This design comes from an exercise in tuning for small area on the open sky130 flow, not from production work. In this exercise RTL edits were held to simulation tests only and were not proved equivalent to the original. Power is estimated from default activity; no workload was simulated.

==> 03-16 <==
==> flow/design.v (excerpt) <==
module pixel_generator (
    input  logic                            out_stream_aclk,
    input  logic                            periph_resetn,
    output logic [32-1:0]       out_stream_tdata,
    output logic [32/8-1:0]     out_stream_tkeep,
    output logic                            out_stream_tlast,
    input  logic                            out_stream_tready,
    output logic                            out_stream_tvalid,
    output logic [0:0]                      out_stream_tuser,
    input  logic [8-1:0]  s_axi_lite_araddr,
    output logic                            s_axi_lite_arready,
    input  logic                            s_axi_lite_arvalid,
    input  logic [8-1:0]  s_axi_lite_awaddr,
    output logic                            s_axi_lite_awready,
    input  logic                            s_axi_lite_awvalid,
    input  logic                            s_axi_lite_bready,
    output logic [1:0]                      s_axi_lite_bresp,
    output logic                            s_axi_lite_bvalid,
    output logic [32-1:0]       s_axi_lite_rdata,
    input  logic                            s_axi_lite_rready,
    output logic [1:0]                      s_axi_lite_rresp,
    output logic                            s_axi_lite_rvalid,
    input  logic [32-1:0]       s_axi_lite_wdata,
    output logic                            s_axi_lite_wready,
    input  logic                            s_axi_lite_wvalid
);
export LEC_CHECK = 0
export CAP_MARGIN = 0
export CORE_MARGIN = 2
export CORE_UTILIZATION = 75
export PLACE_DENSITY = 0.9
export SLEW_MARGIN = 0
create_clock -name core_clock -period 5.0 [get_ports {out_stream_aclk}]
standard.sh (not shown) runs the stock make flow with config.mk's settings and CLKGATE_MAP_FILE= SYNTH_SCRIPT=/design/flow/synth_recipe.tcl, a recipe that flattens the netlist after the stock synthesis.
==> flow/flow/run.sh <==
#!/bin/bash
# The standard layout (standard.sh), with these changes:
#  - after the standard synthesis, the combinational logic between the
#    flip-flops is re-mapped for area (flow/remap.sh, flow/remap.tcl);
#    flip-flops and tie cells stay exactly as the standard synthesis made
#    them (same instances, names and cell types);
#  - ports are buffered with the smallest buffer, sky130_fd_sc_hd__buf_1;
#  - a leaner clock tree (small buffers, no dummy loads);
#  - one tie cell per constant instead of one per load.
# Each tool's output goes to a log file of its own in this folder.
set -euo pipefail
export BUFFER_PORTS_ARGS="-buffer_cell sky130_fd_sc_hd__buf_1"
export CTS_ARGS="-sink_clustering_enable -repair_clock_nets -dont_use_dummy_load -buf_list sky130_fd_sc_hd__clkbuf_4 -sink_clustering_size 12 -sink_clustering_max_diameter 40"
export SKIP_REPAIR_TIE_FANOUT=1
bash standard.sh synth > synth.log 2>&1
R=orfs/results/$FLOW_PLATFORM/pixel_generator/base
cp $R/1_2_yosys.v standard_synth.v
bash flow/remap.sh > remap.log 2>&1
cp remapped.v $R/1_2_yosys.v
rm -f $R/1_synth.odb $R/1_synth.sdc
bash standard.sh > standard.log 2>&1
==> flow/flow/remap.sh <==
#!/bin/bash
# Re-map the combinational logic of the standard synthesis (standard_synth.v)
# with a few area-oriented ABC scripts. Each result is proved equivalent to
# the standard synthesis (flow/remap_eq.tcl); the smallest proven one becomes
# remapped.v, and if none is proven the standard synthesis is kept as it is.
set -uo pipefail
R2="balance;rewrite;refactor;balance;rewrite;rewrite,-z;balance;refactor,-z;rewrite,-z;balance"
C2="balance;resub;resub,-K,6;balance;resub,-z;resub,-z,-K,6;balance;resub,-z,-K,5;balance"
scripts=(
  "strash;$R2;dch,-f;amap;topo"
  "strash;dc2;dch,-f;amap;topo"
  "strash;$R2;$R2;dch,-f;amap;topo"
  "strash;dc2;$R2;dc2;dch,-f;amap;topo"
  "strash;ifraig;scorr;dc2;strash;dch,-f;amap;topo"
  "strash;$R2;dch,-f;amap;topo;strash;$R2;dch,-f;amap;topo"
  "strash;$R2;$C2;dch,-f;amap;topo"
  "strash;dch;amap;topo"
)
export REMAP_LIB=$FLOW_HOME/platforms/$FLOW_PLATFORM/lib/sky130_fd_sc_hd__tt_025C_1v80.lib
export REMAP_IN=standard_synth.v REMAP_KEEP=flow/seq_cells.txt
: > remap_choice.log
for i in "${!scripts[@]}"; do
  mkdir -p remap_$i
  if REMAP_SCRIPT="${scripts[$i]}" REMAP_OUT=remap_$i/out.v REMAP_DIR=remap_$i \
      yosys -c flow/remap.tcl > remap_$i/yosys.log 2>&1; then
    a=$(awk '/Chip area for top module/ {print $NF}' remap_$i/remap_after.txt | tail -1)
    echo "$a $i" >> remap_areas.txt
    echo "script $i area $a: ${scripts[$i]}" >> remap_choice.log
  else
    echo "script $i failed: ${scripts[$i]}" >> remap_choice.log
  fi
done
cp standard_synth.v remapped.v
for i in $(sort -g remap_areas.txt | awk '{print $2}'); do
  if REMAP_OUT=remap_$i/out.v yosys -c flow/remap_eq.tcl > remap_$i/equiv.log 2>&1; then
    echo "kept script $i (proved equivalent)" >> remap_choice.log
    cp remap_$i/out.v remapped.v
    break
  fi
  echo "script $i not proved equivalent, skipped" >> remap_choice.log
done
==> flow/flow/remap.tcl <==
# Re-map the standard synthesis's combinational logic for area with the ABC
# script in REMAP_SCRIPT (run.sh tries a few and keeps the smallest).
# Flip-flops and tie cells are kept as they are (same instances, names and
# cell types); only the logic between them is redone.
yosys -import
set lib $::env(REMAP_LIB)
set fin $::env(REMAP_IN)
set fout $::env(REMAP_OUT)
read_liberty -ignore_miss_func $lib
read_verilog $fin
hierarchy -top $::env(FLOW_TOP)
set fh [open $::env(REMAP_KEEP) r]
foreach c [split [read $fh] "\n"] {
  if {$c ne ""} { setattr -mod -set keep_hierarchy 1 $c }
}
close $fh
setattr -mod -set keep_hierarchy 1 sky130_fd_sc_hd__conb_1
tee -o $::env(REMAP_DIR)/remap_before.txt stat -liberty $lib
flatten
opt_clean
abc -liberty $lib -dont_use sky130_fd_sc_hd__probe* -dont_use sky130_fd_sc_hd__lpflow* \
  -script "+$::env(REMAP_SCRIPT)"
opt_clean -purge
hilomap -singleton -hicell sky130_fd_sc_hd__conb_1 HI -locell sky130_fd_sc_hd__conb_1 LO
opt_clean -purge
tee -o $::env(REMAP_DIR)/remap_after.txt stat -liberty $lib
select -module $::env(FLOW_TOP)
# fails unless every cell is a library cell (no internal $ cells left)
select -assert-none t:$*
write_verilog -noattr -nohex -nodec -selected $fout
==> flow/flow/remap_eq.tcl <==
# Prove that REMAP_OUT does what REMAP_IN (the standard synthesis) does, with
# every library cell read as its function. Fails unless the proof is complete.
yosys -import
set lib $::env(REMAP_LIB)
read_liberty -ignore_miss_func $lib
read_verilog $::env(REMAP_IN)
yosys rename $::env(FLOW_TOP) gold
read_verilog $::env(REMAP_OUT)
yosys rename $::env(FLOW_TOP) gate
flatten
opt_clean
async2sync
equiv_make gold gate equiv
hierarchy -top equiv
equiv_simple -seq 2
equiv_induct
equiv_status -assert
Other scripts of this flow, unchanged in this note and not shown: flow/flow/seq_cells.txt
==> inputs of 04-09, as changes to 03-16 <==
==> flow/flow/run.sh (replaced) <==
#!/bin/bash
# The standard layout, with three changes:
#  - after the standard synthesis, the combinational logic between the
#    flip-flops is re-mapped for area (flow/remap.tcl); flip-flops and tie
#    cells stay exactly as the standard synthesis made them;
#  - ports are buffered with the smallest buffer, sky130_fd_sc_hd__buf_1;
#  - a leaner clock tree (small buffers, no dummy loads), and one tie cell
#    per constant instead of one per load.
# Each tool's output goes to a log file of its own in this folder.
set -euo pipefail
export BUFFER_PORTS_ARGS="-buffer_cell sky130_fd_sc_hd__buf_1"
export CTS_ARGS="-sink_clustering_enable -repair_clock_nets -dont_use_dummy_load -buf_list sky130_fd_sc_hd__clkbuf_4 -sink_clustering_size 12 -sink_clustering_max_diameter 40"
export SKIP_REPAIR_TIE_FANOUT=1
bash standard.sh synth > synth.log 2>&1
R=orfs/results/$FLOW_PLATFORM/pixel_generator/base
cp $R/1_2_yosys.v standard_synth.v
REMAP_LIB=$FLOW_HOME/platforms/$FLOW_PLATFORM/lib/sky130_fd_sc_hd__tt_025C_1v80.lib \
REMAP_IN=standard_synth.v REMAP_OUT=remapped.v REMAP_KEEP=flow/seq_cells.txt REMAP_DIR=. \
  yosys -c flow/remap.tcl > remap.log 2>&1
cp remapped.v $R/1_2_yosys.v
rm -f $R/1_synth.odb $R/1_synth.sdc
bash standard.sh > standard.log 2>&1
--- a/flow/flow/remap.tcl
+++ b/flow/flow/remap.tcl
@@ -1,4 +1,4 @@
-# Re-map the standard synthesis's combinational logic for area with the ABC
-# script in REMAP_SCRIPT (run.sh tries a few and keeps the smallest).
+# Re-map the standard synthesis's combinational logic for area: AIG
+# rewriting (resyn2), choice computation and ABC's area-oriented mapper.
 # Flip-flops and tie cells are kept as they are (same instances, names and
 # cell types); only the logic between them is redone.
@@ -19,6 +19,7 @@
 flatten
 opt_clean
+set r2 "balance;rewrite;refactor;balance;rewrite;rewrite,-z;balance;refactor,-z;rewrite,-z;balance"
 abc -liberty $lib -dont_use sky130_fd_sc_hd__probe* -dont_use sky130_fd_sc_hd__lpflow* \
-  -script "+$::env(REMAP_SCRIPT)"
+  -script "+strash;$r2;dch,-f;amap;topo"
 opt_clean -purge
 hilomap -singleton -hicell sky130_fd_sc_hd__conb_1 HI -locell sky130_fd_sc_hd__conb_1 LO
@@ -26,5 +27,3 @@
 tee -o $::env(REMAP_DIR)/remap_after.txt stat -liberty $lib
 select -module $::env(FLOW_TOP)
-# fails unless every cell is a library cell (no internal $ cells left)
-select -assert-none t:$*
 write_verilog -noattr -nohex -nodec -selected $fout
- CAP_MARGIN: 0 -> 20
- CORE_UTILIZATION: 75 -> 60
- PLACE_DENSITY: 0.9 -> 0.75
- SLEW_MARGIN: 0 -> 20
removed: flow/flow/remap.sh
removed: flow/flow/remap_eq.tcl
==> inputs of 12-11, as changes to 03-16 <==
==> flow/flow/remap.sh (replaced) <==
#!/bin/bash
# Re-map the combinational logic of the standard synthesis (standard_synth.v)
# with a few area-oriented ABC scripts; keep the smallest as remapped.v.
set -euo pipefail
R2="balance;rewrite;refactor;balance;rewrite;rewrite,-z;balance;refactor,-z;rewrite,-z;balance"
scripts=(
  "strash;$R2;dch,-f;amap;topo"
  "strash;dc2;dch,-f;amap;topo"
  "strash;$R2;$R2;dch,-f;amap;topo"
  "strash;dc2;$R2;dc2;dch,-f;amap;topo"
  "strash;ifraig;scorr;dc2;strash;dch,-f;amap;topo"
  "strash;$R2;dch,-f;amap;topo;strash;$R2;dch,-f;amap;topo"
  "strash;dc2;dch,-f;map,-a;topo"
)
export REMAP_LIB=$FLOW_HOME/platforms/$FLOW_PLATFORM/lib/sky130_fd_sc_hd__tt_025C_1v80.lib
export REMAP_IN=standard_synth.v REMAP_KEEP=flow/seq_cells.txt
best=""; best_area=""
for i in "${!scripts[@]}"; do
  mkdir -p remap_$i
  if REMAP_SCRIPT="${scripts[$i]}" REMAP_OUT=remap_$i/out.v REMAP_DIR=remap_$i \
      yosys -c flow/remap.tcl > remap_$i.log 2>&1; then
    a=$(awk '/Chip area for top module/ {print $NF}' remap_$i/remap_after.txt | tail -1)
    echo "script $i area $a: ${scripts[$i]}" >> remap_choice.log
    if [[ -n "$a" ]] && { [[ -z "$best_area" ]] || awk -v a="$a" -v b="$best_area" 'BEGIN{exit !(a<b)}'; }; then
      best=$i; best_area=$a
    fi
  else
    echo "script $i failed: ${scripts[$i]}" >> remap_choice.log
  fi
done
echo "kept script $best, area $best_area" >> remap_choice.log
cp remap_$best/out.v remapped.v
--- a/flow/flow/remap.tcl
+++ b/flow/flow/remap.tcl
@@ -26,5 +26,3 @@
 tee -o $::env(REMAP_DIR)/remap_after.txt stat -liberty $lib
 select -module $::env(FLOW_TOP)
-# fails unless every cell is a library cell (no internal $ cells left)
-select -assert-none t:$*
 write_verilog -noattr -nohex -nodec -selected $fout
- ABC_AREA: default -> 1
- CAP_MARGIN: 0 -> 20
- CORE_UTILIZATION: 75 -> 60
- PLACE_DENSITY: 0.9 -> 0.75
- SLEW_MARGIN: 0 -> 20
removed: flow/flow/remap_eq.tcl
==> summary.txt <==
04-09 completed with no timing, DRC or antenna violations. 12-11 produced a clean layout. 03-16 produced a clean layout.
Area after synthesis: 12-11 is larger than 04-09 (about 2%).
Routed wire length, lowest first: 04-09, 12-11, 03-16.
Sequential share of layout area: 12-11 < 04-09 < 03-16.
Clock power: 04-09 is larger than 12-11 (about 2%).
Non-clock buffer count is the same in 04-09 and 03-16.

-- static timing again, ports no longer ideal --
The results above use ideal ports. As a check the final layouts listed here were re-extracted and re-timed, cells and wires unchanged. Step 1, drivers: a clkbuf_16 drives out_stream_aclk and a buf_2 each remaining input, both assumed. Step 2 also shifts input and output timing later by t, the mid clock arrival at the registers, as if the neighbouring blocks saw the same clock. a / b / c = ideal ports / drivers / drivers and shift; a / b = the first two.
run | shift t [ns] | setup WS [ns] | worst setup path after step 2 | worst register clock-pin slew, ns
03-16 | 0.584 | 1.124 / 1.093 / 0.954 | input to register | 0.12 / 0.12
04-09 | 0.615 | 1.483 / 1.453 / 1.342 | input to register | 0.12 / 0.12
12-11 | 0.599 | 0.832 / 0.799 / 1.334 | input to output | 0.12 / 0.12
After both steps setup and hold are still met in every run listed. The setup slack of 03-16, which loses most, moves by -0.031 ns with the drivers and by -0.170 ns with both steps.
